Context: an optimization exercise on an open-source flow, tuned for small area, a short achievable clock period and few clock cycles per item. The choices shown serve that exercise and are no tape-out recipe.
Only simulation tests tie the RTL to the original design; equivalence was not proved.
No activity file was given, so power comes from the tool's default toggle rates.

**run.sh**
```bash
#!/bin/bash
# synth_recipe.tcl (not shown) runs the flow's synth.tcl, then flattens the netlist and writes it again
# the make line also repeats each setting of config.mk as NAME=value (left out here)
make -C /OpenROAD-flow-scripts/flow DESIGN_CONFIG=/design/flow/config.mk WORK_HOME=/design/flow/orfs CLKGATE_MAP_FILE= SYNTH_SCRIPT=/design/flow/synth_recipe.tcl finish
```
**config.mk**
```make
export PLATFORM = sky130hd
export DESIGN_NAME = interval_running_statistics
export DESIGN_NICKNAME = interval_running_statistics
export VERILOG_FILES = /design/flow/design.v
export SDC_FILE = /design/flow/constraint.sdc
export NUM_CORES = 4
export LEC_CHECK = 0
export CAP_MARGIN = 20
export CORE_MARGIN = 2
export CORE_UTILIZATION = 40
export SLEW_MARGIN = 20
```
**constraint.sdc**
```tcl
create_clock -name core_clock -period 7.5 [get_ports {clk}]
set_input_delay 1.5000 -clock core_clock [delete_from_list [all_inputs] [get_ports {clk}]]
set_output_delay 1.5000 -clock core_clock [all_outputs]
set_load 0.01 [all_outputs]
```
**design.v**
```verilog
package irs_pkg;
    localparam int COUNT_BITS_DEF = 12;
    localparam int HIST_BINS_DEF  = 10;
    localparam int IN_W    = 23;
    localparam int SUM_W   = 41;
    localparam int SQ_W    = 64;
    localparam int DEV_W   = 22;
    localparam logic [IN_W-1:0] INTERVAL_LIMIT = 23'd6000000;
    typedef enum logic [1:0] {
        ST_OK        = 2'd0,
        ST_RANGE     = 2'd1,
        ST_SATURATED = 2'd2
    } status_t;
endpackage
import irs_pkg::*;
module irs_divider
#(
    parameter int COUNT_BITS = irs_pkg::COUNT_BITS_DEF
)
(
    input  logic                  clk,
    input  logic                  rst_n,
    input  logic                  start,
    input  logic [irs_pkg::SQ_W-1:0]       dividend,
    input  logic [COUNT_BITS-1:0] divisor,
    output logic                  done,
    output logic [irs_pkg::SQ_W-1:0]       quotient
);
    localparam int CNT_W = $clog2(SQ_W + 1);
    logic [SQ_W-1:0]       quo_reg;
    logic [COUNT_BITS:0]   rem_reg;
    logic [COUNT_BITS-1:0] div_reg;
    logic [CNT_W-1:0]      cnt_reg;
    logic                  busy_reg;
    logic                  done_reg;
    logic [COUNT_BITS+1:0] trial;
    assign trial = {rem_reg, quo_reg[SQ_W-1]} - {2'b00, div_reg};
    always_ff @(posedge clk or negedge rst_n)
    begin
        if (!rst_n)
        begin
            busy_reg <= 1'b0;
            done_reg <= 1'b0;
            cnt_reg  <= '0;
        end
        else
        begin
            done_reg <= busy_reg && (cnt_reg == CNT_W'(1));
            if (start)
            begin
                busy_reg <= 1'b1;
                cnt_reg  <= CNT_W'(SQ_W);
                quo_reg  <= dividend;
                rem_reg  <= '0;
                div_reg  <= divisor;
            end
            else if (busy_reg)
            begin
                if (!trial[COUNT_BITS+1])
                    rem_reg <= trial[COUNT_BITS:0];
                else
                    rem_reg <= {rem_reg[COUNT_BITS-1:0], quo_reg[SQ_W-1]};
                quo_reg <= {quo_reg[SQ_W-2:0], ~trial[COUNT_BITS+1]};
                cnt_reg <= cnt_reg - 1'b1;
                if (cnt_reg == CNT_W'(1))
                    busy_reg <= 1'b0;
            end
        end
    end
    assign done     = done_reg;
    assign quotient = quo_reg;
endmodule
import irs_pkg::*;
module interval_running_statistics
#(
    parameter int COUNT_BITS = irs_pkg::COUNT_BITS_DEF,
    parameter int HIST_BINS  = irs_pkg::HIST_BINS_DEF
)
(
    input  logic                  clk,
    input  logic                  rst_n,
    input  logic                  in_valid,
    output logic                  in_ready,
    input  logic [irs_pkg::IN_W-1:0]       interval,
    output logic                  out_valid,
    input  logic                  out_ready,
    output logic [1:0]            status,
    output logic [COUNT_BITS-1:0] sample_count,
    output logic [irs_pkg::IN_W-1:0]       least,
    output logic [irs_pkg::IN_W-1:0]       greatest,
    output logic [irs_pkg::IN_W-1:0]       mean,
    output logic [irs_pkg::DEV_W-1:0]      deviation,
    output logic [3:0]            mode_bin,
    output logic                  mode_valid
);
    typedef enum logic [3:0] {
        S_IDLE, S_SQUARE, S_BIN, S_DIV1, S_DIV1W, S_DIV2, S_DIV2W,
        S_MSQ, S_SQRT, S_MODE, S_OUT
    } state_t;
    localparam int BIN_IDX_W = $clog2(HIST_BINS);
    localparam logic [COUNT_BITS-1:0] COUNT_MAX = '1;
    state_t                state_reg;
    logic [IN_W-1:0]       x_reg;
    logic [COUNT_BITS-1:0] count_reg;
    logic [SUM_W-1:0]      sum_reg;
    logic [SQ_W-1:0]       sumsq_reg;
    logic [IN_W-1:0]       min_reg, max_reg;
    logic [COUNT_BITS-1:0] bins_reg [HIST_BINS];
    logic [5:0]            step_reg;
    logic [SQ_W-1:0]       acc_reg;
    logic [SQ_W-1:0]       mplier_reg;
    logic [IN_W-1:0]       mean_reg;
    logic [SQ_W-1:0]       msq_reg;
    logic [SQ_W-1:0]       rem_reg;
    logic [31:0]           root_reg;
    logic [BIN_IDX_W-1:0]  idx_reg;
    logic [COUNT_BITS-1:0] best_reg;
    logic [3:0]            mode_reg;
    logic [1:0]            status_reg;
    logic                  out_valid_reg;
    logic                  div_start;
    logic [SQ_W-1:0]       div_dividend;
    logic                  div_done;
    logic [SQ_W-1:0]       div_quo;
    logic [SQ_W+1:0]       sq_trial;
    logic [SQ_W-1:0]       rem_shift;
    logic [IN_W-1:0]       bin_upper;
    always_comb
    begin
        unique case (4'(idx_reg))
            4'd0: bin_upper = 23'd75;
            4'd1: bin_upper = 23'd150;
            4'd2: bin_upper = 23'd250;
            4'd3: bin_upper = 23'd350;
            4'd4: bin_upper = 23'd450;
            4'd5: bin_upper = 23'd650;
            4'd6: bin_upper = 23'd900;
            4'd7: bin_upper = 23'd1250;
            4'd8: bin_upper = 23'd2000;
            default: bin_upper = '1;
        endcase
    end
    irs_divider #(.COUNT_BITS(COUNT_BITS)) u_div (
        .clk      (clk),
        .rst_n    (rst_n),
        .start    (div_start),
        .dividend (div_dividend),
        .divisor  (count_reg),
        .done     (div_done),
        .quotient (div_quo)
    );
    assign div_start    = (state_reg == S_DIV1) || (state_reg == S_DIV2);
    assign div_dividend = (state_reg == S_DIV1) ? SQ_W'(sum_reg) : sumsq_reg;
    assign rem_shift = {rem_reg[SQ_W-3:0], acc_reg[SQ_W-1:SQ_W-2]};
    assign sq_trial  = {2'b00, rem_shift} - {{(SQ_W-32){1'b0}}, root_reg, 2'b01};
    assign in_ready  = (state_reg == S_IDLE);
    assign out_valid = out_valid_reg;
    always_ff @(posedge clk or negedge rst_n)
    begin
        if (!rst_n)
        begin
            state_reg     <= S_IDLE;
            out_valid_reg <= 1'b0;
            count_reg     <= '0;
            sum_reg       <= '0;
            sumsq_reg     <= '0;
            min_reg       <= '0;
            max_reg       <= '0;
            for (int i = 0; i < HIST_BINS; i++)
                bins_reg[i] <= '0;
        end
        else
        begin
            unique case (state_reg)
                S_IDLE:
                begin
                    if (in_valid)
                    begin
                        x_reg <= interval;
                        if (interval >= INTERVAL_LIMIT)
                        begin
                            status_reg <= ST_RANGE;
                            state_reg  <= S_DIV1;
                        end
                        else if (count_reg == COUNT_MAX)
                        begin
                            status_reg <= ST_SATURATED;
                            state_reg  <= S_DIV1;
                        end
                        else
                        begin
                            status_reg <= ST_OK;
                            acc_reg    <= '0;
                            mplier_reg <= SQ_W'(interval);
                            step_reg   <= '0;
                            state_reg  <= S_SQUARE;
                        end
                    end
                end
                S_SQUARE:
                begin
                    if (x_reg[step_reg[4:0]])
                        acc_reg <= acc_reg + (mplier_reg << step_reg);
                    step_reg <= step_reg + 1'b1;
                    if (step_reg == 6'(IN_W - 1))
                    begin
                        idx_reg   <= '0;
                        state_reg <= S_BIN;
                    end
                end
                S_BIN:
                begin
                    if (x_reg < bin_upper
                        || idx_reg == BIN_IDX_W'(HIST_BINS - 1))
                    begin
                        bins_reg[idx_reg] <= bins_reg[idx_reg] + 1'b1;
                        count_reg <= count_reg + 1'b1;
                        sum_reg   <= sum_reg + SUM_W'(x_reg);
                        sumsq_reg <= sumsq_reg + acc_reg;
                        if (count_reg == '0 || x_reg < min_reg)
                            min_reg <= x_reg;
                        if (count_reg == '0 || x_reg > max_reg)
                            max_reg <= x_reg;
                        state_reg <= S_DIV1;
                    end
                    else
                        idx_reg <= idx_reg + 1'b1;
                end
                S_DIV1:
                    state_reg <= S_DIV1W;
                S_DIV1W:
                begin
                    if (div_done)
                    begin
                        mean_reg  <= (count_reg == '0) ? '0 : div_quo[IN_W-1:0];
                        state_reg <= S_DIV2;
                    end
                end
                S_DIV2:
                    state_reg <= S_DIV2W;
                S_DIV2W:
                begin
                    if (div_done)
                    begin
                        msq_reg    <= div_quo;
                        acc_reg    <= '0;
                        mplier_reg <= SQ_W'(mean_reg);
                        step_reg   <= '0;
                        state_reg  <= S_MSQ;
                    end
                end
                S_MSQ:
                begin
                    if (step_reg == 6'(IN_W))
                    begin
                        if (count_reg >= COUNT_BITS'(2) && msq_reg > acc_reg)
                            acc_reg <= msq_reg - acc_reg;
                        else
                            acc_reg <= '0;
                        rem_reg   <= '0;
                        root_reg  <= '0;
                        step_reg  <= '0;
                        state_reg <= S_SQRT;
                    end
                    else
                    begin
                        if (mean_reg[step_reg[4:0]])
                            acc_reg <= acc_reg + (mplier_reg << step_reg);
                        step_reg <= step_reg + 1'b1;
                    end
                end
                S_SQRT:
                begin
                    acc_reg <= {acc_reg[SQ_W-3:0], 2'b00};
                    if (!sq_trial[SQ_W+1])
                    begin
                        rem_reg  <= sq_trial[SQ_W-1:0];
                        root_reg <= {root_reg[30:0], 1'b1};
                    end
                    else
                    begin
                        rem_reg  <= rem_shift;
                        root_reg <= {root_reg[30:0], 1'b0};
                    end
                    step_reg <= step_reg + 1'b1;
                    if (step_reg == 6'd31)
                    begin
                        idx_reg   <= '0;
                        best_reg  <= '0;
                        mode_reg  <= '0;
                        state_reg <= S_MODE;
                    end
                end
                S_MODE:
                begin
                    if (bins_reg[idx_reg] > best_reg)
                    begin
                        best_reg <= bins_reg[idx_reg];
                        mode_reg <= 4'(idx_reg);
                    end
                    idx_reg <= idx_reg + 1'b1;
                    if (idx_reg == BIN_IDX_W'(HIST_BINS - 1))
                    begin
                        out_valid_reg <= 1'b1;
                        state_reg     <= S_OUT;
                    end
                end
                S_OUT:
                begin
                    if (out_ready)
                    begin
                        out_valid_reg <= 1'b0;
                        state_reg     <= S_IDLE;
                    end
                end
                default:
                    state_reg <= S_IDLE;
            endcase
        end
    end
    assign status       = status_reg;
    assign sample_count = count_reg;
    assign least        = (count_reg == '0) ? '0 : min_reg;
    assign greatest     = (count_reg == '0) ? '0 : max_reg;
    assign mean         = mean_reg;
    assign deviation    = root_reg[DEV_W-1:0];
    assign mode_bin     = mode_reg;
    assign mode_valid   = (best_reg != '0);
endmodule
```
==> run notes <==
The instance count of the mapped netlist is between 5000 and 6000. The die covers about 120000 µm². Synthesis produced a netlist with a net count of between 5000 and 6000. The pre-antenna-repair detailed-routing pass consisted of 8 iterations. The critical-path maximum fanout is 18. Counting cells, the worst reg-to-reg path comes to 19. The number of routed nets with antenna violations is 0. The total of cells resized after clock tree synthesis is 0. The share of async-settable or async-resettable flops after synthesis came out at 41.4%. The share of the synthesized area in the top cell type is around 25%. Setup repair after global routing left no endpoint under its margin. The register bit count reported by yosys is 717. The placeable core area is 120000 µm². The master cell of the clock root buffer is clkbuf_16.

Summed over all cells, the static leakage comes to 23.2 nW. The data arrival time of the worst path is 6.56 ns. For this design the ratio of total power to cell area is 381 nW/µm². The number of nets in the finished design came out at roughly 5500. In this run the count of I/O pins placed on the die edge is 139. The hold buffer count at cts is 0. The sequential-to-total area share from yosys stat came out at 41.0%. The starting utilization of the core area is between 40% and 50%. The total number of yosys warnings is 3. From synthesis to final layout, the design area changed by 11.6%.

The routed design has between 150000 and 200000 µm of wire. For this design, the slowest cell found on the critical path is o31ai_1. The total setup buffers inserted after CTS is 0. The post-synthesis cell type count came out at 92.

The height of the die came out at 352 µm. In this run the critical register-to-register path is launched from step_reg[0]. VDD sags by at most 209 µV. By area the synthesized netlist is led by edfxtp_1 25%, dfrtp_1 15%, ha_1 9.2%. The number of placement rows is 127. Walking the worst path, the cells encountered are clkinv_1 -> a211oi_1 -> a21oi_1 -> mux2i_1 -> nor2_1 -> a21oi_1 -> nor2_1 -> ha_1 -> and4_1 -> and2_1 -> nand3_1 -> a31oi_1 -> a31oi_1 -> o21a_1 -> o31ai_1 -> a21boi_0 -> xnor2_1 -> a22oi_1 -> o21ai_0. The worst-margin pin slew came out at 1.22 ns. The worst stage delay on the critical path is 0.68 ns.

For the worst setup path, the data required time is 7.92 ns. The largest total area in the synthesized netlist belongs to edfxtp_1. The placed wire-length estimate is 113000 µm. The most used flip-flop cell after synthesis is edfxtp_1. The max-slew violation count came to 0.

The synthesized design contains a little over 400 enable-type register cells. The average wire length per cell after detail routing came out at 22.2 µm. A synthesized cell averages 9.51 µm².

The CTS buffer count is 85. Max-cap violations in this run came to 0. The clock drives 717 sinks. The worst setup margin is 1.36 ns. The register with the most flip-flops in the layout has 120 of them. The number of buffers inserted by port buffering came out at 138. Setup violations remaining at the end of the flow were counted as 0. The worst setup path is captured at a flip-flop. By instance count, the leading cell after synthesis is nand2_1. The number of DRC markers after the initial detailed-route iteration is 3218.

The worst-case setup slack after placement is 1.56 ns. The worst clock skew came out at 0.0396 ns. The clock transition time at the flip-flop clock pins of the worst setup and hold paths is 0.06 ns. The number of remaining DRC errors came out at 0.

The initial antenna violation count is 3. The count of final hold-check violations is 0. The TritonCTS clock tree is done. The vias after detailed routing came out at 39047. The flow ran to the end and the layout has no timing, DRC or antenna violations. The via density per instance is 5.75. The worst setup path is launched from a flip-flop. The floorplan step set the die width to 352 µm.

The end of the worst register-to-register path is acc_reg[47]. The area of the mapped netlist came out at ~49000 µm². The worst setup path category is reg2reg. Measured against its own limit, the worst slew margin works out to 16.6%. The portion of the clock cycle consumed by the worst path in the final layout came out at 81.8%.

The total global-route track usage came out at 23.7%. The final period demand of the worst path is 6.14 ns. The path class of the tightest hold or removal check is reg2reg.

In this run the most critical hold path is launched from u_div.quo_reg[52]. The setup slack of the most critical reg-to-reg path came out at 1.36 ns. The largest net degree at the start of global routing came out at approximately 180. After synthesis, the most frequently instantiated cells are 533 x nand2_1, 436 x a21oi_1, 408 x edfxtp_1. In this run the worst setup path terminates at acc_reg[47].

The start point of the critical path is step_reg[0]. No sink is reached through more buffers than the 3 on the longest clock path. The residual overflow from global routing is 0. At the later pin of the worst-skew pair, clock insertion delay measures around 0.72 ns. Adding up every negative setup slack in the final design gives 0 ns. The first global-routing pass estimated 231000 µm of wire. The peak clock frequency supported by timing came out at approximately 0.16 GHz. The H-tree depth came out at 3. The last weighted congestion value of the routability-driven placer is 0.971.

The via count of the first global-routing pass is around 38000. The share of layout cells above drive strength 1 is 8.76%.
## cell usage in the layout, fill, tap and decap left out, types with 69 or more instances in the layout
cell type	instances
xor2_1	146
mux2_2	189
edfxtp_1	408
nor2_1	336
a21o_1	170
a22oi_1	69
nand2_1	531
a21oi_1	434
inv_1	265
nand3_1	79
xnor2_1	169
dfrtp_1	297
mux2i_1	84
o21ai_0	368
clkbuf_16	89
clkdlybuf4s50_1	137
ha_1	355
nand4_1	107
## layer usage
metal / part of all wire (%) / global-route usage (%)
met4: 2.9 / 7.10
met5: 0.0086 / 0
met1: 46 / 33.3
met2: 45 / 37.2
met3: 6.2 / 4.30
## power by group
part | switching (W) | total (W) | internal, W | leakage (nW)
combinational | 0.00616 | 0.0101 | 0.00398 | 13.8
clock | 0.00178 | 0.00421 | 0.00243 | 1.38
sequential | 0.000933 | 0.00627 | 0.00534 | 8.01
## per-stage QoR
stage | hold slack, ns | power (W) | instance area [µm²] | instances | util, %
2_1_floorplan | 0.426 | 0.0131 | 48600 | 5103 | -
3_3_place_gp | 0.434 | 0.0163 | 51400 | 6632 | 42.7
3_5_place_dp | 0.434 | 0.0163 | 51400 | 6632 | 42.8
4_1_cts | 0.447 | 0.0206 | 54200 | 6792 | 45.1
5_1_grt | 0.451 | 0.0220 | 54200 | 6792 | 45.1
6_report | 0.446 | 0.0206 | 54200 | 6793 | 45.1
## final cells by class
type / count / area, µm²
flip-flops and latches: 717 / 19900
inverters: 268 / 1010
well taps: 1612 / 2020
diodes: 1 / 2.50
clock inverters: 38 / 360
clock buffers: 122 / 2450
fillers: 11607 / 66000
multi-input cells: 3846 / 26600
repair buffers: 189 / 1780
## critical path: cells and delay by family, from the launching register on
kind                     cells  cell delay [ns]
adder cells (fa/ha/maj)      1             0.38
XOR/XNOR                     1             0.19
AND/OR/NAND/NOR              5             0.65
flip-flops                   1             0.65
buffers and inverters        1             0.58
multiplexers                 1             0.21
AO/OA/AOI/OAI               10             3.21
## worst min-delay path by stage
stage                        to  depth (start not counted)
global route        msq_reg[52]                          0
global placement    msq_reg[45]                          0
detailed placement  msq_reg[45]                          0
finish              msq_reg[52]                          0
CTS                 msq_reg[52]                          0
floorplan           msq_reg[28]                          0
## cell families after synthesis
group           share of synthesized area, %
compound gates                          19.1
simple gates                            13.5
flops                                   41.0
buf+inv                                 4.42
fa+ha+maj                               9.38
xor+xnor                                5.70
mux                                     6.90
Testbench counts, summed over its fixed seeds: cycles 365,366, items 1,600.

==> re-timing with driven ports <==
No port has a modelled driver above. Below, the same layout with a new extraction and two added sets of constraints. Step 1 (the two cells are an assumption about what drives the block):
set clk [get_ports {clk}]
set_driving_cell -lib_cell sky130_fd_sc_hd__clkbuf_16 $clk
set_driving_cell -lib_cell sky130_fd_sc_hd__buf_2 [delete_from_list [all_inputs] $clk]
Step 2 also shifts input and output timing later by t, the mid clock arrival at the registers, as if the neighbouring blocks saw the same clock. Slacks: ideal ports / drivers / drivers and shift; pairs: ideal ports / drivers.
shift t [ns]: 0.770
slack for setup (ns): 1.363 / 1.363 / 1.363
worst register clock-pin slew, ns: 0.07 / 0.07
pins driven straight from the clock port: 1
After both steps setup and hold are still met in this run. For this run, drivers alone change the setup slack by 0.000 ns; drivers and shift together by 0.000 ns.
